Source: an optimization exercise on an open RTL-to-GDS flow (aim: a short achievable clock period and few clock cycles). Production flows keep margins and buffers that such runs may drop.
At most, simulation tests tie the RTL to the original design; equivalence was not proved.
Power and IR drop assume default switching activity.

## csr_top
module csr_top (
    input  logic        clk,
    input  logic        rst,
    input  logic        req_valid,
    input  logic [2:0]  req_op,
    input  logic [11:0] req_addr,
    input  logic [31:0] req_rs1_data,
    input  logic [4:0]  req_zimm,
    input  logic        req_rs1_zero,
    input  logic        trap_valid,
    input  logic        mret_valid,
    input  logic [31:0] trap_cause,
    input  logic [31:0] trap_pc,
    input  logic [31:0] trap_tval,
    output logic [31:0] rd_data,
    output logic        illegal,
    output logic        busy,
    output logic        redir_valid,
    output logic [31:0] redir_pc,
    output logic [31:0] mstatus,
    output logic [31:0] mtvec,
    output logic [31:0] mip,
    output logic [31:0] mie,
    output logic [31:0] mscratch,
    output logic [31:0] mcause,
    output logic [31:0] mtval,
    output logic [31:0] mepc,
    output logic [31:0] mcycle,
    output logic [31:0] mhartid,
    output logic [31:0] satp
);
For scale: ~290 flip-flops, roughly 570 I/O pins.
==> module csr_exec, before the edit <==
module csr_exec #(
    parameter int NSLICE = 16
) (
    input  core_pkg::csr_req              req,
    input  logic                          trap_valid,
    input  logic                          mret_valid,
    input  csr_pkg::csr_pack              csrs,
    output logic [core_pkg::XLEN-1:0]     rd_data,
    output logic                          illegal,
    output logic [10:0]                   we,
    output logic [core_pkg::XLEN-1:0]     operand,
    output logic                          op_set,
    output logic                          op_clr
);
    localparam int SW = core_pkg::XLEN / NSLICE;
    logic [11:0] a;
    logic        imm_form;
    logic        src_zero;
    logic        is_rw;
    logic        wr_ok;
    logic        known;
    assign a = req.addr;
    logic [10:0] wsel;
    assign wsel[10] = !a[2] && !a[6] && !a[7] && !a[11];    
    assign wsel[9]  = a[0] && a[2];                         
    assign wsel[8]  = a[2] && a[6];                         
    assign wsel[7]  = !a[0] && a[2] && !a[6] && !a[11];     
    assign wsel[6]  = !a[0] && !a[1] && !a[2] && a[6];      
    assign wsel[5]  = !a[0] && a[1];                        
    assign wsel[4]  = a[0] && a[1];                         
    assign wsel[3]  = a[0] && !a[1] && !a[2];               
    assign wsel[2]  = !a[2] && a[11];                       
    assign wsel[1]  = a[4];                                 
    assign wsel[0]  = a[7];                                 
    addr_check u_chk (
        .valid   (req.valid),
        .a       (a),
        .known   (known),
        .illegal (illegal)
    );
    for (genvar g = 0; g < NSLICE; g++) begin : g_rd
        rd_slice #(.LO(g * SW), .W(SW)) u_rd (
            .a        (a),
            .mstatus  (csrs.mstatus[g*SW +: SW]),
            .mtvec    (csrs.mtvec[g*SW +: SW]),
            .mip      (csrs.mip[g*SW +: SW]),
            .mie      (csrs.mie[g*SW +: SW]),
            .mscratch (csrs.mscratch[g*SW +: SW]),
            .mcause   (csrs.mcause[g*SW +: SW]),
            .mtval    (csrs.mtval[g*SW +: SW]),
            .mepc     (csrs.mepc[g*SW +: SW]),
            .mcycle   (csrs.mcycle[g*SW +: SW]),
            .mhartid  (csrs.mhartid[g*SW +: SW]),
            .satp     (csrs.satp[g*SW +: SW]),
            .rd       (rd_data[g*SW +: SW])
        );
    end
    assign imm_form = (req.op == core_pkg::CSR_RWI) || (req.op == core_pkg::CSR_RSI) ||
                      (req.op == core_pkg::CSR_RCI);
    assign is_rw    = (req.op == core_pkg::CSR_RW) || (req.op == core_pkg::CSR_RWI);
    assign op_set   = (req.op == core_pkg::CSR_RS) || (req.op == core_pkg::CSR_RSI);
    assign op_clr   = (req.op == core_pkg::CSR_RC) || (req.op == core_pkg::CSR_RCI);
    assign operand  = imm_form ? {{(core_pkg::XLEN-5){1'b0}}, req.zimm} : req.rs1_data;
    assign src_zero = imm_form ? (req.zimm == 5'd0) : req.rs1_zero;
    assign wr_ok = req.valid && !trap_valid && !mret_valid && !(src_zero && !is_rw);
    assign we    = wsel & {11{wr_ok && known}};
endmodule
==> module rd_slice, before the edit <==
module rd_slice #(
    parameter int LO = 0,
    parameter int W  = 8
) (
    input  logic [11:0]  a,
    input  logic [W-1:0] mstatus,
    input  logic [W-1:0] mtvec,
    input  logic [W-1:0] mip,
    input  logic [W-1:0] mie,
    input  logic [W-1:0] mscratch,
    input  logic [W-1:0] mcause,
    input  logic [W-1:0] mtval,
    input  logic [W-1:0] mepc,
    input  logic [W-1:0] mcycle,
    input  logic [W-1:0] mhartid,
    input  logic [W-1:0] satp,
    output logic [W-1:0] rd
);
    localparam logic [W-1:0] M_STATUS = csr_pkg::MSTATUS_MASK[LO +: W];
    localparam logic [W-1:0] M_TVEC   = csr_pkg::MTVEC_MASK[LO +: W];
    localparam logic [W-1:0] M_IP     = csr_pkg::MIP_MASK[LO +: W];
    logic s_mstatus, s_mtvec, s_mip, s_mie, s_mscratch, s_mcause;
    logic s_mtval, s_mepc, s_mcycle, s_mhartid, s_satp;
    assign s_mstatus  = !a[2] && !a[6] && a[9] && !a[11];     
    assign s_mtvec    = a[0] && a[2];                         
    assign s_mip      = a[2] && a[6];                         
    assign s_mie      = !a[0] && a[2] && !a[6] && !a[10];     
    assign s_mscratch = !a[0] && !a[1] && !a[2] && a[6];      
    assign s_mcause   = !a[0] && a[1];                        
    assign s_mtval    = a[0] && a[1];                         
    assign s_mepc     = a[0] && !a[1] && a[6];                
    assign s_mcycle   = !a[4] && a[11];                       
    assign s_mhartid  = a[4];                                 
    assign s_satp     = a[7];                                 
    assign rd = ({W{s_mstatus}}  & mstatus & M_STATUS)
              | ({W{s_mtvec}}    & mtvec & M_TVEC)
              | ({W{s_mip}}      & mip & M_IP)
              | ({W{s_mie}}      & mie)
              | ({W{s_mscratch}} & mscratch)
              | ({W{s_mcause}}   & mcause)
              | ({W{s_mtval}}    & mtval)
              | ({W{s_mepc}}     & mepc)
              | ({W{s_mcycle}}   & mcycle)
              | ({W{s_mhartid}}  & mhartid)
              | ({W{s_satp}}     & satp);
endmodule
clock: 5.0 ns
lec_check: 0
abc_area: 1
cap_margin: 20
core_margin: 2
core_utilization: 30
setup_slack_margin: 3.0
slew_margin: 20
synth_hierarchical: 1
synth_minimum_keep_size: 0
run.sh (not shown) runs the stock make flow with config.mk's settings and CLKGATE_MAP_FILE= SYNTH_SCRIPT=/design/flow/synth_recipe.tcl, a recipe that flattens the netlist after the stock synthesis.
The baseline went through all stages and came out clean.
Next try:
--- a/flow/design.v
+++ b/flow/design.v
@@ -130,7 +130,7 @@
 endmodule
 `timescale 1ns/10ps
 module csr_exec #(
-    parameter int NSLICE = 16
+    parameter int NSLICE = 8
 ) (
     input  core_pkg::csr_req              req,
     input  logic                          trap_valid,
@@ -219,15 +219,15 @@
     localparam logic [W-1:0] M_IP     = csr_pkg::MIP_MASK[LO +: W];
     logic s_mstatus, s_mtvec, s_mip, s_mie, s_mscratch, s_mcause;
     logic s_mtval, s_mepc, s_mcycle, s_mhartid, s_satp;
-    assign s_mstatus  = !a[2] && !a[6] && a[9] && !a[11];     
+    assign s_mstatus  = !a[2] && !a[6] && !a[7] && !a[11];    
     assign s_mtvec    = a[0] && a[2];                         
     assign s_mip      = a[2] && a[6];                         
-    assign s_mie      = !a[0] && a[2] && !a[6] && !a[10];     
+    assign s_mie      = !a[0] && a[2] && !a[6] && !a[11];     
     assign s_mscratch = !a[0] && !a[1] && !a[2] && a[6];      
     assign s_mcause   = !a[0] && a[1];                        
     assign s_mtval    = a[0] && a[1];                         
-    assign s_mepc     = a[0] && !a[1] && a[6];                
-    assign s_mcycle   = !a[4] && a[11];                       
+    assign s_mepc     = a[0] && !a[1] && !a[2];               
+    assign s_mcycle   = !a[2] && a[11];                       
     assign s_mhartid  = a[4];                                 
     assign s_satp     = a[7];                                 
     assign rd = ({W{s_mstatus}}  & mstatus & M_STATUS)
The changed run completed with no timing, DRC or antenna violations.
Area after synthesis came out lower by 2.3%.
Design area went down by 2.6%.
Worst hold slack gets better by 0.011 ns.
Wire length goes down by 2.5%.
Via count falls by 2.7%.
Die area fell by 2.3%.
Count of clock-buffer cells in the layout is lower by 10.
Power falls by 1.2%.
Cell count went down by 3.2%.
Non-clock buffer count drops by 7.
Testbench counts after the change, summed over its fixed seeds: cycles 3,200.
No functional check of the RTL was part of the first run of this note.

Setup of the reference run:
csr_top with an RTL version that a note above also has.
Size in the first run: roughly 2600 cells after synthesis, about 290 flip-flops, ~570 I/O pins.
==> module csr_exec, before the edit <==
module csr_exec #(
    parameter int NSLICE = 8
) (
    input  core_pkg::csr_req              req,
    input  logic                          trap_valid,
    input  logic                          mret_valid,
    input  csr_pkg::csr_pack              csrs,
    output logic [core_pkg::XLEN-1:0]     rd_data,
    output logic                          illegal,
    output logic [10:0]                   we,
    output logic [core_pkg::XLEN-1:0]     operand,
    output logic                          op_set,
    output logic                          op_clr
);
    localparam int SW = core_pkg::XLEN / NSLICE;
    logic [11:0] a;
    logic        imm_form;
    logic        src_zero;
    logic        is_rw;
    logic        wr_ok;
    logic        known;
    assign a = req.addr;
    logic [10:0] wsel;
    assign wsel[10] = !a[2] && !a[6] && !a[7] && !a[11];    
    assign wsel[9]  = a[0] && a[2];                         
    assign wsel[8]  = a[2] && a[6];                         
    assign wsel[7]  = !a[0] && a[2] && !a[6] && !a[11];     
    assign wsel[6]  = !a[0] && !a[1] && !a[2] && a[6];      
    assign wsel[5]  = !a[0] && a[1];                        
    assign wsel[4]  = a[0] && a[1];                         
    assign wsel[3]  = a[0] && !a[1] && !a[2];               
    assign wsel[2]  = !a[2] && a[11];                       
    assign wsel[1]  = a[4];                                 
    assign wsel[0]  = a[7];                                 
    addr_check u_chk (
        .valid   (req.valid),
        .a       (a),
        .known   (known),
        .illegal (illegal)
    );
    for (genvar g = 0; g < NSLICE; g++) begin : g_rd
        rd_slice #(.LO(g * SW), .W(SW)) u_rd (
            .a        (a),
            .mstatus  (csrs.mstatus[g*SW +: SW]),
            .mtvec    (csrs.mtvec[g*SW +: SW]),
            .mip      (csrs.mip[g*SW +: SW]),
            .mie      (csrs.mie[g*SW +: SW]),
            .mscratch (csrs.mscratch[g*SW +: SW]),
            .mcause   (csrs.mcause[g*SW +: SW]),
            .mtval    (csrs.mtval[g*SW +: SW]),
            .mepc     (csrs.mepc[g*SW +: SW]),
            .mcycle   (csrs.mcycle[g*SW +: SW]),
            .mhartid  (csrs.mhartid[g*SW +: SW]),
            .satp     (csrs.satp[g*SW +: SW]),
            .rd       (rd_data[g*SW +: SW])
        );
    end
    assign imm_form = (req.op == core_pkg::CSR_RWI) || (req.op == core_pkg::CSR_RSI) ||
                      (req.op == core_pkg::CSR_RCI);
    assign is_rw    = (req.op == core_pkg::CSR_RW) || (req.op == core_pkg::CSR_RWI);
    assign op_set   = (req.op == core_pkg::CSR_RS) || (req.op == core_pkg::CSR_RSI);
    assign op_clr   = (req.op == core_pkg::CSR_RC) || (req.op == core_pkg::CSR_RCI);
    assign operand  = imm_form ? {{(core_pkg::XLEN-5){1'b0}}, req.zimm} : req.rs1_data;
    assign src_zero = imm_form ? (req.zimm == 5'd0) : req.rs1_zero;
    assign wr_ok = req.valid && !trap_valid && !mret_valid && !(src_zero && !is_rw);
    assign we    = wsel & {11{wr_ok && known}};
endmodule
==> module addr_check, before the edit <==
module addr_check (
    input  logic        valid,
    input  logic [11:0] a,
    output logic        known,
    output logic        illegal
);
    logic common, g3, lo30, lo34, k3, k180, kb00, kf14;
    assign common = a[8] && !a[5] && !a[3];
    assign g3   = !a[11] && !a[10] && a[9] && !a[7] && !a[4];
    assign lo30 = !a[6] && !a[1] && (a[2] || !a[0]);
    assign lo34 = a[6] && (!a[2] || (!a[1] && !a[0]));
    assign k3   = g3 && (lo30 || lo34);
    assign k180 = !a[11] && !a[10] && !a[9] && a[7] && !a[6] && !a[4] && !a[2] && !a[1] && !a[0];
    assign kb00 = a[11] && !a[10] && a[9] && !a[7] && !a[6] && !a[4] && !a[2] && !a[1] && !a[0];
    assign kf14 = a[11] && a[10] && a[9] && !a[7] && !a[6] && a[4] && a[2] && !a[1] && !a[0];
    assign known   = common && (k3 || k180 || kb00 || kf14);
    assign illegal = valid && !known;
endmodule
clock: 5.0 ns
lec_check: 0
abc_area: 1
cap_margin: 20
core_margin: 2
core_utilization: 35
setup_slack_margin: 3.0
slew_margin: 20
synth_hierarchical: 1
synth_minimum_keep_size: 0
Testbench counts of the reference run, summed over its fixed seeds: cycles 3,200.
Input changes introduced in the trial run (baseline for comparison: the reference run):
==> flow/design.v, changed modules only <==
module csr_exec #(
    parameter int NSLICE = 16
) (
    input  core_pkg::csr_req              req,
    input  logic                          trap_valid,
    input  logic                          mret_valid,
    input  csr_pkg::csr_pack              csrs,
    output logic [core_pkg::XLEN-1:0]     rd_data,
    output logic                          illegal,
    output logic [10:0]                   we,
    output logic [core_pkg::XLEN-1:0]     operand,
    output logic                          op_set,
    output logic                          op_clr
);
    localparam int SW = core_pkg::XLEN / NSLICE;
    logic [11:0] a;
    logic        known;
    logic        imm_form;
    logic        src_zero;
    logic        is_rw;
    logic        wr_ok;
    logic [10:0] hit;
    assign a = req.addr;
    assign hit[10] = (a == csr_pkg::CSR_MSTATUS);
    assign hit[9]  = (a == csr_pkg::CSR_MTVEC);
    assign hit[8]  = (a == csr_pkg::CSR_MIP);
    assign hit[7]  = (a == csr_pkg::CSR_MIE);
    assign hit[6]  = (a == csr_pkg::CSR_MSCRATCH);
    assign hit[5]  = (a == csr_pkg::CSR_MCAUSE);
    assign hit[4]  = (a == csr_pkg::CSR_MTVAL);
    assign hit[3]  = (a == csr_pkg::CSR_MEPC);
    assign hit[2]  = (a == csr_pkg::CSR_MCYCLE);
    assign hit[1]  = (a == csr_pkg::CSR_MHARTID);
    assign hit[0]  = (a == csr_pkg::CSR_SATP);
    assign known   = |hit;
    assign illegal = req.valid && !known;
    for (genvar g = 0; g < NSLICE; g++) begin : g_rd
        rd_slice #(.LO(g * SW), .W(SW)) u_rd (
            .a        (a),
            .mstatus  (csrs.mstatus[g*SW +: SW]),
            .mtvec    (csrs.mtvec[g*SW +: SW]),
            .mip      (csrs.mip[g*SW +: SW]),
            .mie      (csrs.mie[g*SW +: SW]),
            .mscratch (csrs.mscratch[g*SW +: SW]),
            .mcause   (csrs.mcause[g*SW +: SW]),
            .mtval    (csrs.mtval[g*SW +: SW]),
            .mepc     (csrs.mepc[g*SW +: SW]),
            .mcycle   (csrs.mcycle[g*SW +: SW]),
            .mhartid  (csrs.mhartid[g*SW +: SW]),
            .satp     (csrs.satp[g*SW +: SW]),
            .rd       (rd_data[g*SW +: SW])
        );
    end
    assign imm_form = (req.op == core_pkg::CSR_RWI) || (req.op == core_pkg::CSR_RSI) ||
                      (req.op == core_pkg::CSR_RCI);
    assign is_rw    = (req.op == core_pkg::CSR_RW) || (req.op == core_pkg::CSR_RWI);
    assign op_set   = (req.op == core_pkg::CSR_RS) || (req.op == core_pkg::CSR_RSI);
    assign op_clr   = (req.op == core_pkg::CSR_RC) || (req.op == core_pkg::CSR_RCI);
    assign operand  = imm_form ? {{(core_pkg::XLEN-5){1'b0}}, req.zimm} : req.rs1_data;
    assign src_zero = imm_form ? (req.zimm == 5'd0) : req.rs1_zero;
    assign wr_ok = req.valid && !trap_valid && !mret_valid && !(src_zero && !is_rw);
    assign we    = hit & {11{wr_ok}};
endmodule
// module addr_check removed
### Flow results
- Of the trial run and the reference run, it is the trial run that has the lower global-route met1 utilization.
- | final worst slack | lower: the trial run |
- Max wire length of the first global-routing pass across the trial run and the reference run: the trial run
- Internal power consumption essentially unchanged between the reference run and the trial run.
- Cell count after synthesis (lower): the reference run
- The largest vdd supply drop of the trial run was superior to that of the reference run.
- Number of global-route vias before repair up 2031 in the trial run wrt the reference run
- Run comparison: the trial run destination of the critical timing path rd_data[21]; the reference run destination of the critical timing path rd_data[20]
- Comparing the trial run and the reference run, the lower area share of buffers outside the clock network is on the reference run.
- Power consumption sits higher in the trial run than in the reference run.
- Looking at cell area after placement across the trial run and the reference run, the one that comes out lower is the reference run.
Function not checked in the trial run: the RTL went through the layout flow alone.

-- afterwards: timing with drivers on the ports --
The flow's constraints put no driver on any port. The routed layouts listed below were extracted and timed again, unchanged, in two steps.
Step 1: set_driving_cell puts a clkbuf_16 on clk and a buf_2 on each other input, an assumption about the parent block.
Step 2 times the ports against the registers' clock, not the clock port: input delays grow and output delays shrink by t, the midpoint of the rising clock arrivals with the driver on.
a / b / c = no drivers / after step 1 / after step 2; a / b = the first two.
run	t, ns	setup slack, ns	clock arrival spread, ns	worst register clock-pin slew, ns	worst data-port slew with drivers (ns)
the first run of note 1	0.628	1.860 / 1.533 / 1.279	0.032 / 0.032	0.07 / 0.07	0.46
the second run of note 1	0.621	1.936 / 1.706 / 1.349	0.026 / 0.026	0.07 / 0.07	0.37
the reference run	0.618	1.941 / 1.739 / 1.304	0.021 / 0.020	0.06 / 0.06	0.33
the trial run	0.639	1.876 / 1.555 / 1.047	0.021 / 0.021	0.07 / 0.07	0.49
After both steps setup and hold are still met in every run listed. For the trial run, which loses most, drivers alone change the setup slack by -0.321 ns; drivers and shift together by -0.829 ns.
